This design comes from an exercise in tuning for small area on the open sky130 flow, not from production work. At most, simulation tests tie the RTL to the original design; equivalence was not proved. Only the layout flow was run in run 2; the RTL was not checked for function there.

==> flow/design.v <==
`timescale 1ns / 1ps
module rhsl_div #(
  parameter int W = 10
) (
  input  logic [W-1:0] rem_in,
  input  logic         bit_in,
  input  logic [W-1:0] divisor,
  output logic [W-1:0] rem_out,
  output logic         q
);
  logic [W:0]   t, d;
  logic [W+1:0] bo;
  assign t     = {rem_in, bit_in};
  assign d     = {1'b0, divisor};
  assign bo[0] = 1'b0;
  for (genvar i = 0; i <= W; i++) begin : g_borrow
    assign bo[i+1] = (~t[i] & d[i]) | (~(t[i] & ~d[i]) & bo[i]);
  end
  assign q = ~bo[W+1];
  for (genvar i = 0; i < W; i++) begin : g_rem
    assign rem_out[i] = t[i] ^ (q & (d[i] ^ bo[i]));
  end
endmodule
module rhsl_cmp (
  input  logic [7:0] a,
  input  logic [7:0] b,
  output logic       gt,
  output logic       lt
);
  logic [8:0] g, l;
  assign g[0] = 1'b0;
  assign l[0] = 1'b0;
  for (genvar i = 0; i < 8; i++) begin : g_bit
    assign g[i+1] = (a[i] & ~b[i]) | (~(~a[i] & b[i]) & g[i]);
    assign l[i+1] = (~a[i] & b[i]) | (~(a[i] & ~b[i]) & l[i]);
  end
  assign gt = g[8];
  assign lt = l[8];
endmodule
`timescale 1ns / 1ps
module rgb_to_hsl_converter_core #(
  parameter int HUE_BITS = 12
) (
  input  logic                clk,
  input  logic                rst,
  input  logic                start,
  output logic                busy,
  input  logic [23:0]         pixel,
  output logic                done,
  output logic [HUE_BITS-1:0] hue,
  output logic [7:0]          saturation,
  output logic [7:0]          lightness,
  output logic                achromatic
);
  assign busy = rst;
  logic [7:0] r, g, b;
  assign r = pixel[23:16];
  assign g = pixel[15:8];
  assign b = pixel[7:0];
  logic gt_rg, gt_gr, gt_gb, gt_bg, gt_br, gt_rb;
  rhsl_cmp u_c_rg (.a(r), .b(g), .gt(gt_rg), .lt(gt_gr));
  rhsl_cmp u_c_gb (.a(g), .b(b), .gt(gt_gb), .lt(gt_bg));
  rhsl_cmp u_c_br (.a(b), .b(r), .gt(gt_br), .lt(gt_rb));
  logic [5:0] ks;   
  assign ks[0] = gt_rg  & !gt_bg;    
  assign ks[1] = !gt_rg & gt_rb;     
  assign ks[2] = gt_gb  & !gt_rb;    
  assign ks[3] = !gt_gb & gt_gr;     
  assign ks[4] = gt_br  & !gt_gr;    
  assign ks[5] = !gt_br & gt_bg;     
  logic [7:0] hi, lo, fa, fb;
  assign hi = (!gt_gr && !gt_br) ? r : (!gt_bg ? g : b);
  assign lo = (!gt_rg && !gt_rb) ? r : (!gt_gb ? g : b);
  assign fa = (ks[4] | ks[5]) ? r : ((ks[0] | ks[1]) ? g : b);
  assign fb = (ks[0] | ks[5]) ? b : ((ks[1] | ks[2]) ? r : g);
  logic [7:0] f0, delta0;
  logic [8:0] sum0;
  logic [2:0] k0;
  assign delta0 = hi - lo;
  assign f0     = fa - fb;
  assign sum0   = {1'b0, hi} + {1'b0, lo};
  assign k0     = {ks[3] | ks[4] | ks[5], ks[2] | ks[5], ks[1] | ks[4]};   
  logic [8:0] sp1;
  logic [7:0] den0;
  logic       c0;
  assign sp1  = sum0 + 9'd1;
  assign c0   = sum0[8];
  assign den0 = c0 ? ~sp1[7:0] : sum0[7:0];
  logic [7:0] r1_hf;
  always_ff @(posedge clk) r1_hf <= f0;
  logic [7:0] r1_hdelta;
  always_ff @(posedge clk) r1_hdelta <= delta0;
  logic [2:0] r1_k;
  always_ff @(posedge clk) r1_k <= k0;
  logic [7:0] r1_sden;
  always_ff @(posedge clk) r1_sden <= den0;
  logic r1_sc;
  always_ff @(posedge clk) r1_sc <= c0;
  logic [7:0] r1_sdelta;
  always_ff @(posedge clk) r1_sdelta <= delta0;
  logic [9:0] hi1_d3, hi1_e;
  logic [10:0] hi1_d5;
  assign hi1_d3 = {2'b0, r1_hdelta} + {1'b0, r1_hdelta, 1'b0};
  assign hi1_d5 = {3'b0, r1_hdelta} + {1'b0, r1_hdelta, 2'b0};
  assign hi1_e = (r1_k[1:0] == 2'd0) ? {1'b0, hi1_d3[9:1]} :
               (r1_k[1:0] == 2'd1) ? {3'b0, r1_hdelta[7:1]} : hi1_d5[10:1];
  logic [9:0] h2_r; logic h2_q;
  rhsl_div #(.W(10)) u_h2 (.rem_in({1'b0, r1_hf, 1'b0}), .bit_in(hi1_e[9]), .divisor((hi1_d3 | {(r1_hdelta == 8'd0), 9'b0})), .rem_out(h2_r), .q(h2_q));
  logic [9:0] h2_qv; assign h2_qv = 10'd0 | (10'(h2_q) << 9);
  logic [8:0] si3_t;
  assign si3_t = {2'b0, r1_sden[7:1]} - {1'b0, r1_sdelta};
  logic [7:0] si3_lo;
  assign si3_lo = si3_t[7:0];
  logic [7:0] s4_r; logic s4_q;
  rhsl_div #(.W(8)) u_s4 (.rem_in((r1_sdelta - {7'b0, si3_t[8]})), .bit_in(si3_lo[7]), .divisor(r1_sden), .rem_out(s4_r), .q(s4_q));
  logic [7:0] s4_qv; assign s4_qv = 8'd0 | (8'(s4_q) << 7);
  logic [2:0] r2_k;
  always_ff @(posedge clk) r2_k <= r1_k;
  logic r2_sc;
  always_ff @(posedge clk) r2_sc <= r1_sc;
  logic [9:0] r2_hr;
  always_ff @(posedge clk) r2_hr <= h2_r;
  logic [9:0] r2_hd;
  always_ff @(posedge clk) r2_hd <= (hi1_d3 | {(r1_hdelta == 8'd0), 9'b0});
  logic [9:0] r2_he;
  always_ff @(posedge clk) r2_he <= hi1_e;
  logic [9:0] r2_hq;
  always_ff @(posedge clk) r2_hq <= h2_qv;
  logic [7:0] r2_sr;
  always_ff @(posedge clk) r2_sr <= s4_r;
  logic [7:0] r2_sd;
  always_ff @(posedge clk) r2_sd <= r1_sden;
  logic [7:0] r2_se;
  always_ff @(posedge clk) r2_se <= si3_lo;
  logic [7:0] r2_sq;
  always_ff @(posedge clk) r2_sq <= s4_qv;
  logic [9:0] h5_r; logic h5_q;
  rhsl_div #(.W(10)) u_h5 (.rem_in(r2_hr), .bit_in(r2_he[8]), .divisor(r2_hd), .rem_out(h5_r), .q(h5_q));
  logic [9:0] h5_qv; assign h5_qv = r2_hq | (10'(h5_q) << 8);
  logic [9:0] h6_r; logic h6_q;
  rhsl_div #(.W(10)) u_h6 (.rem_in(h5_r), .bit_in(r2_he[7]), .divisor(r2_hd), .rem_out(h6_r), .q(h6_q));
  logic [9:0] h6_qv; assign h6_qv = h5_qv | (10'(h6_q) << 7);
  logic [9:0] h7_r; logic h7_q;
  rhsl_div #(.W(10)) u_h7 (.rem_in(h6_r), .bit_in(r2_he[6]), .divisor(r2_hd), .rem_out(h7_r), .q(h7_q));
  logic [9:0] h7_qv; assign h7_qv = h6_qv | (10'(h7_q) << 6);
  logic [7:0] s8_r; logic s8_q;
  rhsl_div #(.W(8)) u_s8 (.rem_in(r2_sr), .bit_in(r2_se[6]), .divisor(r2_sd), .rem_out(s8_r), .q(s8_q));
  logic [7:0] s8_qv; assign s8_qv = r2_sq | (8'(s8_q) << 6);
  logic [7:0] s9_r; logic s9_q;
  rhsl_div #(.W(8)) u_s9 (.rem_in(s8_r), .bit_in(r2_se[5]), .divisor(r2_sd), .rem_out(s9_r), .q(s9_q));
  logic [7:0] s9_qv; assign s9_qv = s8_qv | (8'(s9_q) << 5);
  logic [2:0] r3_k;
  always_ff @(posedge clk) r3_k <= r2_k;
  logic r3_sc;
  always_ff @(posedge clk) r3_sc <= r2_sc;
  logic [9:0] r3_hr;
  always_ff @(posedge clk) r3_hr <= h7_r;
  logic [9:0] r3_hd;
  always_ff @(posedge clk) r3_hd <= r2_hd;
  logic [9:0] r3_he;
  always_ff @(posedge clk) r3_he <= r2_he;
  logic [9:0] r3_hq;
  always_ff @(posedge clk) r3_hq <= h7_qv;
  logic [7:0] r3_sr;
  always_ff @(posedge clk) r3_sr <= s9_r;
  logic [7:0] r3_sd;
  always_ff @(posedge clk) r3_sd <= r2_sd;
  logic [7:0] r3_se;
  always_ff @(posedge clk) r3_se <= r2_se;
  logic [7:0] r3_sq;
  always_ff @(posedge clk) r3_sq <= s9_qv;
  logic [9:0] h10_r; logic h10_q;
  rhsl_div #(.W(10)) u_h10 (.rem_in(r3_hr), .bit_in(r3_he[5]), .divisor(r3_hd), .rem_out(h10_r), .q(h10_q));
  logic [9:0] h10_qv; assign h10_qv = r3_hq | (10'(h10_q) << 5);
  logic [9:0] h11_r; logic h11_q;
  rhsl_div #(.W(10)) u_h11 (.rem_in(h10_r), .bit_in(r3_he[4]), .divisor(r3_hd), .rem_out(h11_r), .q(h11_q));
  logic [9:0] h11_qv; assign h11_qv = h10_qv | (10'(h11_q) << 4);
  logic [9:0] h12_r; logic h12_q;
  rhsl_div #(.W(10)) u_h12 (.rem_in(h11_r), .bit_in(r3_he[3]), .divisor(r3_hd), .rem_out(h12_r), .q(h12_q));
  logic [9:0] h12_qv; assign h12_qv = h11_qv | (10'(h12_q) << 3);
  logic [7:0] s13_r; logic s13_q;
  rhsl_div #(.W(8)) u_s13 (.rem_in(r3_sr), .bit_in(r3_se[4]), .divisor(r3_sd), .rem_out(s13_r), .q(s13_q));
  logic [7:0] s13_qv; assign s13_qv = r3_sq | (8'(s13_q) << 4);
  logic [7:0] s14_r; logic s14_q;
  rhsl_div #(.W(8)) u_s14 (.rem_in(s13_r), .bit_in(r3_se[3]), .divisor(r3_sd), .rem_out(s14_r), .q(s14_q));
  logic [7:0] s14_qv; assign s14_qv = s13_qv | (8'(s14_q) << 3);
  logic [7:0] s15_r; logic s15_q;
  rhsl_div #(.W(8)) u_s15 (.rem_in(s14_r), .bit_in(r3_se[2]), .divisor(r3_sd), .rem_out(s15_r), .q(s15_q));
  logic [7:0] s15_qv; assign s15_qv = s14_qv | (8'(s15_q) << 2);
  logic [2:0] r4_k;
  always_ff @(posedge clk) r4_k <= r3_k;
  logic r4_sc;
  always_ff @(posedge clk) r4_sc <= r3_sc;
  logic [9:0] r4_hr;
  always_ff @(posedge clk) r4_hr <= h12_r;
  logic [9:0] r4_hd;
  always_ff @(posedge clk) r4_hd <= r3_hd;
  logic [9:0] r4_he;
  always_ff @(posedge clk) r4_he <= r3_he;
  logic [9:0] r4_hq;
  always_ff @(posedge clk) r4_hq <= h12_qv;
  logic [7:0] r4_sr;
  always_ff @(posedge clk) r4_sr <= s15_r;
  logic [7:0] r4_sd;
  always_ff @(posedge clk) r4_sd <= r3_sd;
  logic [7:0] r4_se;
  always_ff @(posedge clk) r4_se <= r3_se;
  logic [7:0] r4_sq;
  always_ff @(posedge clk) r4_sq <= s15_qv;
  logic [9:0] h16_r; logic h16_q;
  rhsl_div #(.W(10)) u_h16 (.rem_in(r4_hr), .bit_in(r4_he[2]), .divisor(r4_hd), .rem_out(h16_r), .q(h16_q));
  logic [9:0] h16_qv; assign h16_qv = r4_hq | (10'(h16_q) << 2);
  logic [9:0] h17_r; logic h17_q;
  rhsl_div #(.W(10)) u_h17 (.rem_in(h16_r), .bit_in(r4_he[1]), .divisor(r4_hd), .rem_out(h17_r), .q(h17_q));
  logic [9:0] h17_qv; assign h17_qv = h16_qv | (10'(h17_q) << 1);
  logic [9:0] h18_r; logic h18_q;
  rhsl_div #(.W(10)) u_h18 (.rem_in(h17_r), .bit_in(r4_he[0]), .divisor(r4_hd), .rem_out(h18_r), .q(h18_q));
  logic [9:0] h18_qv; assign h18_qv = h17_qv | (10'(h18_q) << 0);
  logic [7:0] s19_r; logic s19_q;
  rhsl_div #(.W(8)) u_s19 (.rem_in(r4_sr), .bit_in(r4_se[1]), .divisor(r4_sd), .rem_out(s19_r), .q(s19_q));
  logic [7:0] s19_qv; assign s19_qv = r4_sq | (8'(s19_q) << 1);
  logic [7:0] s20_r; logic s20_q;
  rhsl_div #(.W(8)) u_s20 (.rem_in(s19_r), .bit_in(r4_se[0]), .divisor(r4_sd), .rem_out(s20_r), .q(s20_q));
  logic [7:0] s20_qv; assign s20_qv = s19_qv | (8'(s20_q) << 0);
  logic [7:0] lt21_l;
  assign lt21_l = r4_sc ? {1'b1, ~r4_sd[7:1]} : 8'(({1'b0, r4_sd} + 9'd1) >> 1);
  logic [2:0] r5_k;
  always_ff @(posedge clk) r5_k <= r4_k;
  logic [9:0] r5_hq;
  always_ff @(posedge clk) r5_hq <= h18_qv;
  logic [7:0] r5_sq;
  always_ff @(posedge clk) r5_sq <= s20_qv;
  logic r5_gray;
  always_ff @(posedge clk) r5_gray <= (r4_hd == 10'd512);
  logic [7:0] r5_light;
  always_ff @(posedge clk) r5_light <= lt21_l;
  logic [4:0] v;
  always_ff @(posedge clk) begin
    if (rst) v <= '0;
    else v <= {v[3:0], start};
  end
  assign done = v[4];
  logic [10:0] kb;
  assign kb = (r5_k[1:0] == 2'd1) ? 11'd683 : (r5_k[1:0] == 2'd2) ? 11'd1365 : 11'd0;
  assign hue        = {r5_k[2], 11'(kb + {1'b0, r5_hq})};
  assign saturation = r5_gray ? '0 : r5_sq;
  assign lightness  = r5_light;
  assign achromatic = r5_gray;
endmodule
==> flow/flow/run.sh <==
#!/bin/bash
# The standard layout (standard.sh) with three changes:
#  - synthesis maps the logic with the ABC script below (choice computation
#    with -f, mapping, buffering and downsizing, but no upsizing) instead of
#    ORFS's abc_area.script;
#  - synthesis leaves adders to ABC (ADDER_MAP_FILE empty: no full- and
#    half-adder cells are extracted first); registers are untouched by both,
#    as they are mapped before, and the rest of ORFS's synthesis is the same;
#  - every port is buffered by a buf_1 instead of the delay buffer that
#    buffer_ports picks by default.
# Each tool's full output lands in make.log and under orfs/logs/.
set -euo pipefail
rm -rf scripts
cp -r "$FLOW_HOME/scripts" scripts
printf '%s\n' 'strash' 'dch -f' 'map -B 0.9' 'topo' 'stime -c' 'buffer -c' 'dnsize -c' > scripts/abc_area.script
bash standard.sh SCRIPTS_DIR="$PWD/scripts" ADDER_MAP_FILE= BUFFER_PORTS_ARGS="-buffer_cell sky130_fd_sc_hd__buf_1" finish > make.log 2>&1
==> flow/standard.sh <==
#!/bin/bash
# synth_recipe.tcl (not shown) runs the flow's synth.tcl, then flattens the netlist and writes it again
# the make line also repeats each setting of config.mk as NAME=value (left out here)
make -C /OpenROAD-flow-scripts/flow DESIGN_CONFIG=/design/flow/config.mk WORK_HOME=/design/flow/orfs CLKGATE_MAP_FILE= SYNTH_SCRIPT=/design/flow/synth_recipe.tcl "${@:-finish}"
==> flow/config.mk <==
export PLATFORM = sky130hd
export DESIGN_NAME = rgb_to_hsl_converter_core
export DESIGN_NICKNAME = rgb_to_hsl_converter_core
export VERILOG_FILES = /design/flow/design.v
export SDC_FILE = /design/flow/constraint.sdc
export NUM_CORES = 4
export LEC_CHECK = 0
export ABC_AREA = 1
export CAP_MARGIN = 20
export CORE_MARGIN = 2
export CORE_UTILIZATION = 40
export CTS_CLUSTER_DIAMETER = 120
export CTS_CLUSTER_SIZE = 32
export SLEW_MARGIN = 20
==> flow/constraint.sdc <==
create_clock -name core_clock -period 5.5 [get_ports {clk}]
set_input_delay 1.1000 -clock core_clock [delete_from_list [all_inputs] [get_ports {clk}]]
set_output_delay 1.1000 -clock core_clock [all_outputs]
set_load 0.01 [all_outputs]
==> results by group, run 1 <==
Outcome
  • Status: no timing/DRC/antenna violations

Setup path
  • Reg-to-Reg Start: r2_hd[3]
  • Cell mode on critical path: nand2_1
  • R2R depth: 37
  • Cell family contributing the most delay on the critical path: simple AND/OR/NAND/NOR gates
  • Critical path class: in -> reg
  • Critical Path Fanout Max: 10
  • Reg2reg setup slack: 0.73 ns
  • Startpoint types: input port
  • Origin of the worst setup path: pixel[17]
  • Crit path depth: 32
  • Worst setup EP type: flop
  • Slowest CP cell: o21ai_0
  • CP Buf/Inv Count: 4
  • Critical path endpoint: r1_sden[1]
  • Req. time, crit path: 5.89 ns
  • Reg-to-reg endpoint: r3_hr[0]
  • Worst EP arrival: 5.17 ns
  • Max stage delay on crit path: 0.34 ns

Route
  • Number of iterations in the first detailed-routing pass: 5
  • Initial DRC Count: 492
  • Wire per inst: 10.8 um
  • DRT antenna net count: 0
  • Vias: 12.8k
  • WL final: 30200 um
  • Vias per cell: 4.57
  • Drc violations: 0

Clocking
  • Clock sink total: 233
  • Post-CTS Hold Fix Bufs: 0
  • Clk latency of the worst-skew pair: 0.47 ns
  • Clock transition at path regs: 0.11 ns
  • TritonCTS clock tree: built
  • Clk root buf: clkbuf_16
  • Max Buffers Root-to-Sink: 3
  • PostCTS Resize Cnt: 0
  • CTS Buf Count: 11
  • Postcts setup bufs: 0
  • H-tree depth: 1

Floorplanning
  • I/O Pins: 58
  • Core Box Area: 0.0354 sq mm
  • Die area: 0.0372 sq mm
  • Horiz. Die Dim: 193 um
  • Starting Density: 0.403
  • Die height: 193 um
  • Rows: 69

Synth
  • Seq cells post-synth: 233
  • Syn avg cell area: 6.26 sq um
  • Mapped Area: 0.0143 sq mm
  • Mapped Nets: 2309
  • Yosys cell types: 33
  • Seq/Total Area, Yosys: 0.327
  • Yosys warning count: 1
  • Mapped Cells: 2282

Placement
  • Port buffer count: 57
  • Final HPWL DP: 25100 um
  • Gp weighted congestion: 0.887
  • Inst Count DP: 2781

Timing
  • Final hold viol count: 0
  • Minimum hold slack: 0.329 ns
  • Post-route minimum period: 4.78 ns
  • Maximum clock frequency: 0.209 GHz
  • Relative slew slack: 0.590
  • Post-route clock period utilization: 0.868
  • # setup viols final: 0
  • Max Transition Viols Final: 0
  • Setup TNS Final: 0 ns
  • Final Skew: 0.0194 ns
  • Worst-Margin Slew: 0.613 ns

Cells and area
  • N_diodes: 0
  • Fin util: 0.436
  • Most common cell after layout, fill and taps aside: nand2_1
  • Post-layout nets: 2360
  • Synth-to-layout area growth: 8.15%
  • Layout cell share with drive strength beyond 1: 0.0386
  • Commonest non-fill, non-tap cells in the layout: nand2_1, inv_1, dfxtp_1
  • Post-route insts no fill: 2795

GRT
  • Vias in the first global route: 11.8k
  • Largest net degree at the start of global routing: 33
  • Gr ovfl total: 0
  • First-pass GRT wire length: 51800 um
  • Initial antenna violation count: 0
  • Total global-route track usage: 0.165

Worst hold path
  • Worst min path class: reg -> reg

Flow run
  • Max Cap Viol: 0
## worst register-to-register path, delay by kind of cell (launching register included)
family	cells	cell delay [ns]
xor gates and xnor gates	2	0.47
buffers and inverters	2	0.22
DFF	1	0.39
and+or+nand+nor	33	3.60
## kinds of logic (layout without fill, tap and decap cells)
family / count (synthesis) / after routing / synth area share
simple gates: 1230 / 1230 / 0.357
flops: 233 / 233 / 0.327
xor+xnor: 197 / 197 / 0.121
compound gates: 207 / 207 / 0.0804
buf+inv: 409 / 461 / 0.111
fa+ha+maj: 6 / 6 / 0.00421
## area by class of cell
class | count | area, sq um
Clock buffer | 12 | 279
Clock inverter | 2 | 27.5
Fill cell | 3739 | 20000
Inverter | 369 | 1390
Multi-Input combinational cell | 1640 | 8130
Sequential cell | 233 | 4670
Tap cell | 461 | 577
Timing Repair Buffer | 78 | 372
## synthesized netlist by cell type
cell | count | share of area
nand2_1 | 744 | 0.20
inv_1 | 366 | 0.096
dfxtp_1 | 233 | 0.33
nand3_1 | 209 | 0.073
nor2_1 | 201 | 0.053
xor2_1 | 167 | 0.10
o21ai_0 | 102 | 0.036
a21oi_1 | 53 | 0.019
or2_2 | 31 | 0.014
xnor2_1 | 30 | 0.018
nand3b_1 | 29 | 0.015
clkbuf_1 | 23 | 0.0060
o211ai_1 | 20 | 0.011
a31oi_1 | 10 | 0.0044
buf_4 | 10 | 0.0053
buf_2 | 7 | 0.0025
maj3_1 | 6 | 0.0042
nor3_1 | 6 | 0.0021
o22ai_1 | 5 | 0.0022
nand4_1 | 4 | 0.0018
o221ai_1 | 4 | 0.0025
a211oi_1 | 3 | 0.0016
clkinv_1 | 3 | 0.00079
nand2_2 | 3 | 0.0013
a22oi_1 | 2 | 0.0011
o21a_1 | 2 | 0.0011
o21ai_1 | 2 | 0.00070
o21bai_1 | 2 | 0.0011
and2_1 | 1 | 0.00044
nand2b_1 | 1 | 0.00044
nor4_1 | 1 | 0.00044
o31ai_1 | 1 | 0.00053
o32ai_1 | 1 | 0.00061
## routing by layer
| layer | global-route usage | part of all wire | vias to the layer above |
|---|---|---|---|
| li1 | - | - | 7105 |
| met4 | 0.0291 | 0.013 | 0 |
| met2 | 0.309 | 0.48 | 129 |
| met1 | 0.204 | 0.47 | 5514 |
| met5 | 0 | 0 | - |
| met3 | 0.0169 | 0.030 | 27 |
## sequential cells by signal (all words and copies together), names as in the netlist, 9 cells and up
name and count:
r2_hr 10, r5_hq 10, r2_he 9, r4_hr 10, r2_hd 10, r3_hr 10
r4_hd 9, r3_hd 10
## through the flow
stage | instance area [sq um] | setup slack, ns
2_1_floorplan | 14300 | 1.06
3_3_place_gp | 15000 | 0.216
3_5_place_dp | 15000 | 0.200
4_1_cts | 15300 | 0.179
5_1_grt | 15400 | -0.0121
6_report | 15400 | 0.725
## worst min-delay path by stage
stage / from / end / slack (ns) / cells past startpoint
after detailed placement: r3_he[2] / r4_he[2] / 0.31 / 0
after global placement: r4_sq[7] / r5_sq[7] / 0.31 / 0
after global routing: r2_k[2] / r3_k[2] / 0.33 / 0
after floorplan: r1_k[2] / r2_k[2] / 0.31 / 0
final: r2_k[2] / r3_k[2] / 0.33 / 0
after CTS: r4_sq[3] / r5_sq[3] / 0.33 / 0
==> inputs of run 2 (changes only) <==
--- a/flow/design.v
+++ b/flow/design.v
@@ -21,4 +21,21 @@
     assign rem_out[i] = t[i] ^ (q & (d[i] ^ bo[i]));
   end
+endmodule
+module rhsl_add #(
+  parameter int W = 8
+) (
+  input  logic [W-1:0] a,
+  input  logic [W-1:0] b,
+  input  logic         ci,
+  output logic [W-1:0] s,
+  output logic         co
+);
+  logic [W:0] c;
+  assign c[0] = ci;
+  for (genvar i = 0; i < W; i++) begin : g_bit
+    assign c[i+1] = (a[i] & b[i]) | (~(~a[i] & ~b[i]) & c[i]);
+    assign s[i]   = a[i] ^ b[i] ^ c[i];
+  end
+  assign co = c[W];
 endmodule
 module rhsl_cmp (
@@ -77,12 +94,12 @@
   logic [8:0] sum0;
   logic [2:0] k0;
-  assign delta0 = hi - lo;
-  assign f0     = fa - fb;
-  assign sum0   = {1'b0, hi} + {1'b0, lo};
+  rhsl_add #(.W(8)) u_delta (.a(hi), .b(~lo), .ci(1'b1), .s(delta0), .co());
+  rhsl_add #(.W(8)) u_f     (.a(fa), .b(~fb), .ci(1'b1), .s(f0), .co());
+  rhsl_add #(.W(8)) u_sum   (.a(hi), .b(lo), .ci(1'b0), .s(sum0[7:0]), .co(sum0[8]));
   assign k0     = {ks[3] | ks[4] | ks[5], ks[2] | ks[5], ks[1] | ks[4]};   
-  logic [8:0] sp1;
+  logic [7:0] sp1;
   logic [7:0] den0;
   logic       c0;
-  assign sp1  = sum0 + 9'd1;
+  rhsl_add #(.W(8)) u_sp1 (.a(sum0[7:0]), .b(8'd0), .ci(1'b1), .s(sp1), .co());
   assign c0   = sum0[8];
   assign den0 = c0 ? ~sp1[7:0] : sum0[7:0];
@@ -101,6 +118,6 @@
   logic [9:0] hi1_d3, hi1_e;
   logic [10:0] hi1_d5;
-  assign hi1_d3 = {2'b0, r1_hdelta} + {1'b0, r1_hdelta, 1'b0};
-  assign hi1_d5 = {3'b0, r1_hdelta} + {1'b0, r1_hdelta, 2'b0};
+  rhsl_add #(.W(9)) u_hi1_d3 (.a({1'b0, r1_hdelta}), .b({r1_hdelta, 1'b0}), .ci(1'b0), .s(hi1_d3[8:0]), .co(hi1_d3[9]));
+  rhsl_add #(.W(10)) u_hi1_d5 (.a({2'b0, r1_hdelta}), .b({r1_hdelta, 2'b0}), .ci(1'b0), .s(hi1_d5[9:0]), .co(hi1_d5[10]));
   assign hi1_e = (r1_k[1:0] == 2'd0) ? {1'b0, hi1_d3[9:1]} :
                (r1_k[1:0] == 2'd1) ? {3'b0, r1_hdelta[7:1]} : hi1_d5[10:1];
@@ -109,9 +126,11 @@
   logic [9:0] h2_qv; assign h2_qv = 10'd0 | (10'(h2_q) << 9);
   logic [8:0] si3_t;
-  assign si3_t = {2'b0, r1_sden[7:1]} - {1'b0, r1_sdelta};
+  logic [7:0] si3_r0;
+  rhsl_add #(.W(9)) u_si3_t (.a({2'b0, r1_sden[7:1]}), .b(~{1'b0, r1_sdelta}), .ci(1'b1), .s(si3_t), .co());
+  rhsl_add #(.W(8)) u_si3_r0 (.a(r1_sdelta), .b({8{si3_t[8]}}), .ci(1'b0), .s(si3_r0), .co());
   logic [7:0] si3_lo;
   assign si3_lo = si3_t[7:0];
   logic [7:0] s4_r; logic s4_q;
-  rhsl_div #(.W(8)) u_s4 (.rem_in((r1_sdelta - {7'b0, si3_t[8]})), .bit_in(si3_lo[7]), .divisor(r1_sden), .rem_out(s4_r), .q(s4_q));
+  rhsl_div #(.W(8)) u_s4 (.rem_in(si3_r0), .bit_in(si3_lo[7]), .divisor(r1_sden), .rem_out(s4_r), .q(s4_q));
   logic [7:0] s4_qv; assign s4_qv = 8'd0 | (8'(s4_q) << 7);
   logic [2:0] r2_k;
@@ -223,6 +242,8 @@
   rhsl_div #(.W(8)) u_s20 (.rem_in(s19_r), .bit_in(r4_se[0]), .divisor(r4_sd), .rem_out(s20_r), .q(s20_q));
   logic [7:0] s20_qv; assign s20_qv = s19_qv | (8'(s20_q) << 0);
-  logic [7:0] lt21_l;
-  assign lt21_l = r4_sc ? {1'b1, ~r4_sd[7:1]} : 8'(({1'b0, r4_sd} + 9'd1) >> 1);
+  logic [7:0] lt21_l, lt21_i;
+  logic lt21_ic;
+  rhsl_add #(.W(8)) u_lt21_i (.a(r4_sd), .b(8'd0), .ci(1'b1), .s(lt21_i), .co(lt21_ic));
+  assign lt21_l = r4_sc ? {1'b1, ~r4_sd[7:1]} : {lt21_ic, lt21_i[7:1]};
   logic [2:0] r5_k;
   always_ff @(posedge clk) r5_k <= r4_k;
@@ -243,5 +264,7 @@
   logic [10:0] kb;
   assign kb = (r5_k[1:0] == 2'd1) ? 11'd683 : (r5_k[1:0] == 2'd2) ? 11'd1365 : 11'd0;
-  assign hue        = {r5_k[2], 11'(kb + {1'b0, r5_hq})};
+  logic [10:0] hsum;
+  rhsl_add #(.W(11)) u_hsum (.a(kb), .b({1'b0, r5_hq}), .ci(1'b0), .s(hsum), .co());
+  assign hue        = {r5_k[2], hsum};
   assign saturation = r5_gray ? '0 : r5_sq;
   assign lightness  = r5_light;
==> run 2 against run 1 <==
Still clean on timing, DRC and antenna; sequential share of layout area rose by 0.55 points; via count barely moved; cell area fell by 0.17%; hold slack got worse by 0.0070 ns; fmax fell by 0.88%; global-route usage rose by 0.21 points; count of clock-buffer cells in the layout did not move; die area barely moved; clock skew fell by 0.0037 ns; critical path type is now reg -> reg; largest cell class unchanged; highest routed layer unchanged.
==> results by group, run 2 <==
Synth
  • Syn avg cell area: 6.34 sq um
  • Synth top cells by count: nand2_1, inv_1, dfxtp_1
  • Yosys cell types: 35
  • Synth Flop Type: dfxtp_1
  • Mapped Cells: 2251
  • Largest area contributor in the netlist: dfxtp_1
  • Seq cells post-synth: 237
  • Async set or reset register ratio after synthesis: 0
  • Yosys warning count: 1
  • Mapped Nets: 2278
  • Seq/Total Area, Yosys: 0.333
  • EDFF count, synth: 0
  • Count leader, synth: nand2_1
  • Area contributors post-synth: dfxtp_1, nand2_1, xor2_1
  • Mapped Area: 0.0143 sq mm
  • Synth top area share: 0.333

Timing
  • Post-route clock period utilization: 0.876
  • # setup viols final: 0
  • Relative slew slack: 0.451
  • Worst Setup Slack, final: 0.682 ns
  • Setup TNS Final: 0 ns
  • Post-route minimum period: 4.82 ns
  • Worst-Margin Slew: 0.816 ns
  • Final Skew: 0.0157 ns
  • Final hold viol count: 0
  • Max Transition Viols Final: 0
  • Maximum clock frequency: 0.208 GHz

Route
  • Number of iterations in the first detailed-routing pass: 5
  • Vias per cell: 4.62
  • DRT antenna net count: 0
  • Initial DRC Count: 546
  • Wire per inst: 11.1 um
  • Drc violations: 0
  • Vias: 12.8k
  • WL final: 30600 um

Cells and area
  • Layout cell share with drive strength beyond 1: 0.0430
  • Commonest non-fill, non-tap cells in the layout: nand2_1, inv_1, dfxtp_1
  • Most common cell after layout, fill and taps aside: nand2_1
  • Post-layout nets: 2329
  • Fin util: 0.437
  • Synth-to-layout area growth: 8.08%
  • N_diodes: 0

Outcome
  • Status: no timing/DRC/antenna violations

Flow run
  • Max Cap Viol: 0

Clocking
  • Max Buffers Root-to-Sink: 3
  • Clk latency of the worst-skew pair: 0.47 ns
  • Postcts setup bufs: 0
  • Post-CTS Hold Fix Bufs: 0
  • Clock transition at path regs: 0.12 ns
  • PostCTS Resize Cnt: 0
  • Clk root buf: clkbuf_16
  • TritonCTS clock tree: built
  • Clock sink total: 237
  • CTS Buf Count: 11
  • H-tree depth: 1

Floorplanning
  • Die area: 0.0372 sq mm
  • I/O Pins: 58
  • Rows: 69
  • Starting Density: 0.404
  • Core Box Area: 0.0353 sq mm
  • Die height: 193 um
  • Horiz. Die Dim: 193 um

GRT
  • First-pass GRT wire length: 51900 um
  • Largest net degree at the start of global routing: 33
  • Total global-route track usage: 0.167
  • Initial antenna violation count: 0
  • Gr ovfl total: 0
  • Vias in the first global route: 11.6k

Setup path
  • Reg-to-reg endpoint: r2_hr[8]
  • Worst EP arrival: 5.20 ns
  • Reg2reg setup slack: 0.68 ns
  • Slowest CP cell: dfxtp_2
  • R2R depth: 35
  • Startpoint types: flop
  • Critical Path Fanout Max: 7
  • Critical path endpoint: r2_hr[8]
  • Req. time, crit path: 5.88 ns
  • Reg-to-Reg Start: r1_sdelta[1]
  • Cell mode on critical path: nor2_1
  • Max stage delay on crit path: 0.39 ns
  • Worst setup EP type: flop
  • Critical path class: reg -> reg
  • Origin of the worst setup path: r1_sdelta[1]

Placement
  • Final HPWL DP: 25500 um
  • Port buffer count: 57
  • Gp weighted congestion: 0.921
  • Dpl ws: 0.173 ns

Worst hold path
  • Worst min path class: reg -> reg
## run 2: cell count changes in the layout (fill, tap and decap cells not counted), moves of 12 or more
cell	previous run	this run
nand2_1	736	768
xnor2_1	30	43
nor2_1	201	167
o21ai_0	100	88
inv_1	366	336
or2_2	31	43
## run 2: routing by layer
layer	up-vias	GRT usage	wire, um
li1	7026	-	-
met1	5562	0.207	14500
met2	152	0.310	14600
met3	37	0.0131	848
met4	0	0.0405	628
met5	-	0	0
## run 2: final cells by class
| type | count | area (sq um) |
|---|---|---|
| clock buffer | 12 | 289 |
| timing repair buffer | 77 | 368 |
| fill | 3718 | 19900 |
| multi-input combinational | 1635 | 8130 |
| tap | 461 | 577 |
| sequential | 237 | 4750 |
| clock inverter | 1 | 20.0 |
| inverter | 340 | 1280 |
## run 2: metrics by stage
stage	hold slack (ns)	cells	instance area (sq um)
finish	0.322	2763	15400
global route	0.333	2763	15400
CTS	0.321	2763	15300
detailed placement	0.312	2750	15000
global placement	0.310	2750	15000
floorplan	0.310	2251	14300
## run 2: worst min path at each step
stage	from	to	slack, ns	cells past startpoint
floorplan	r1_k[2]	r2_k[2]	0.31	0
global placement	r3_sc	r4_sc	0.31	0
detailed placement	r3_sc	r4_sc	0.31	0
CTS	r2_sc	r3_sc	0.32	0
global route	r3_hq[9]	r4_hq[9]	0.33	0
finish	r2_sc	r3_sc	0.32	0
## run 2: cells by family (layout without fill, tap and decap cells)
family                     Yosys count  after routing  synth area share
AOI/OAI and AO/OA                  187            187            0.0751
xor gates and xnor gates           201            201             0.123
DFF                                237            237             0.333
and+or+nand+nor                   1242           1242             0.363
adders and majority gates            5              5           0.00351
buffers and inverters              379            430             0.103
## run 2: critical path, delay by kind of cell (launching register included)
kind,cells,cell delay (ns)
buffers and inverters,6,0.54
AOI/OAI and AO/OA,13,2.31
and+or+nand+nor,15,1.34
xor gates and xnor gates,1,0.16
DFF,1,0.39

[port drivers added, routing unchanged]
How much do the figures lean on ideal ports? The routed layouts below were timed once more, with nothing changed but the port constraints. Step 1, drivers: a clkbuf_16 drives clk and a buf_2 each remaining input, both assumed. Step 2 times the ports against the registers' clock, not the clock port: input delays grow and output delays shrink by t, the midpoint of the rising clock arrivals with the driver on. Slacks: ideal / step 1 / step 2; pairs: ideal / step 1.
run | shift t [ns] | slack for setup (ns) | worst setup path at the end | worst register clock-pin slew, ns
run 1 | 0.508 | 0.725 / 0.727 / 0.240 | input to register | 0.12 / 0.12
run 2 | 0.509 | 0.682 / 0.682 / 0.290 | input to register | 0.12 / 0.12
After both steps setup and hold are still met in every run listed. The setup slack of run 1, which loses most, moves by +0.002 ns with the drivers and by -0.485 ns with both steps.
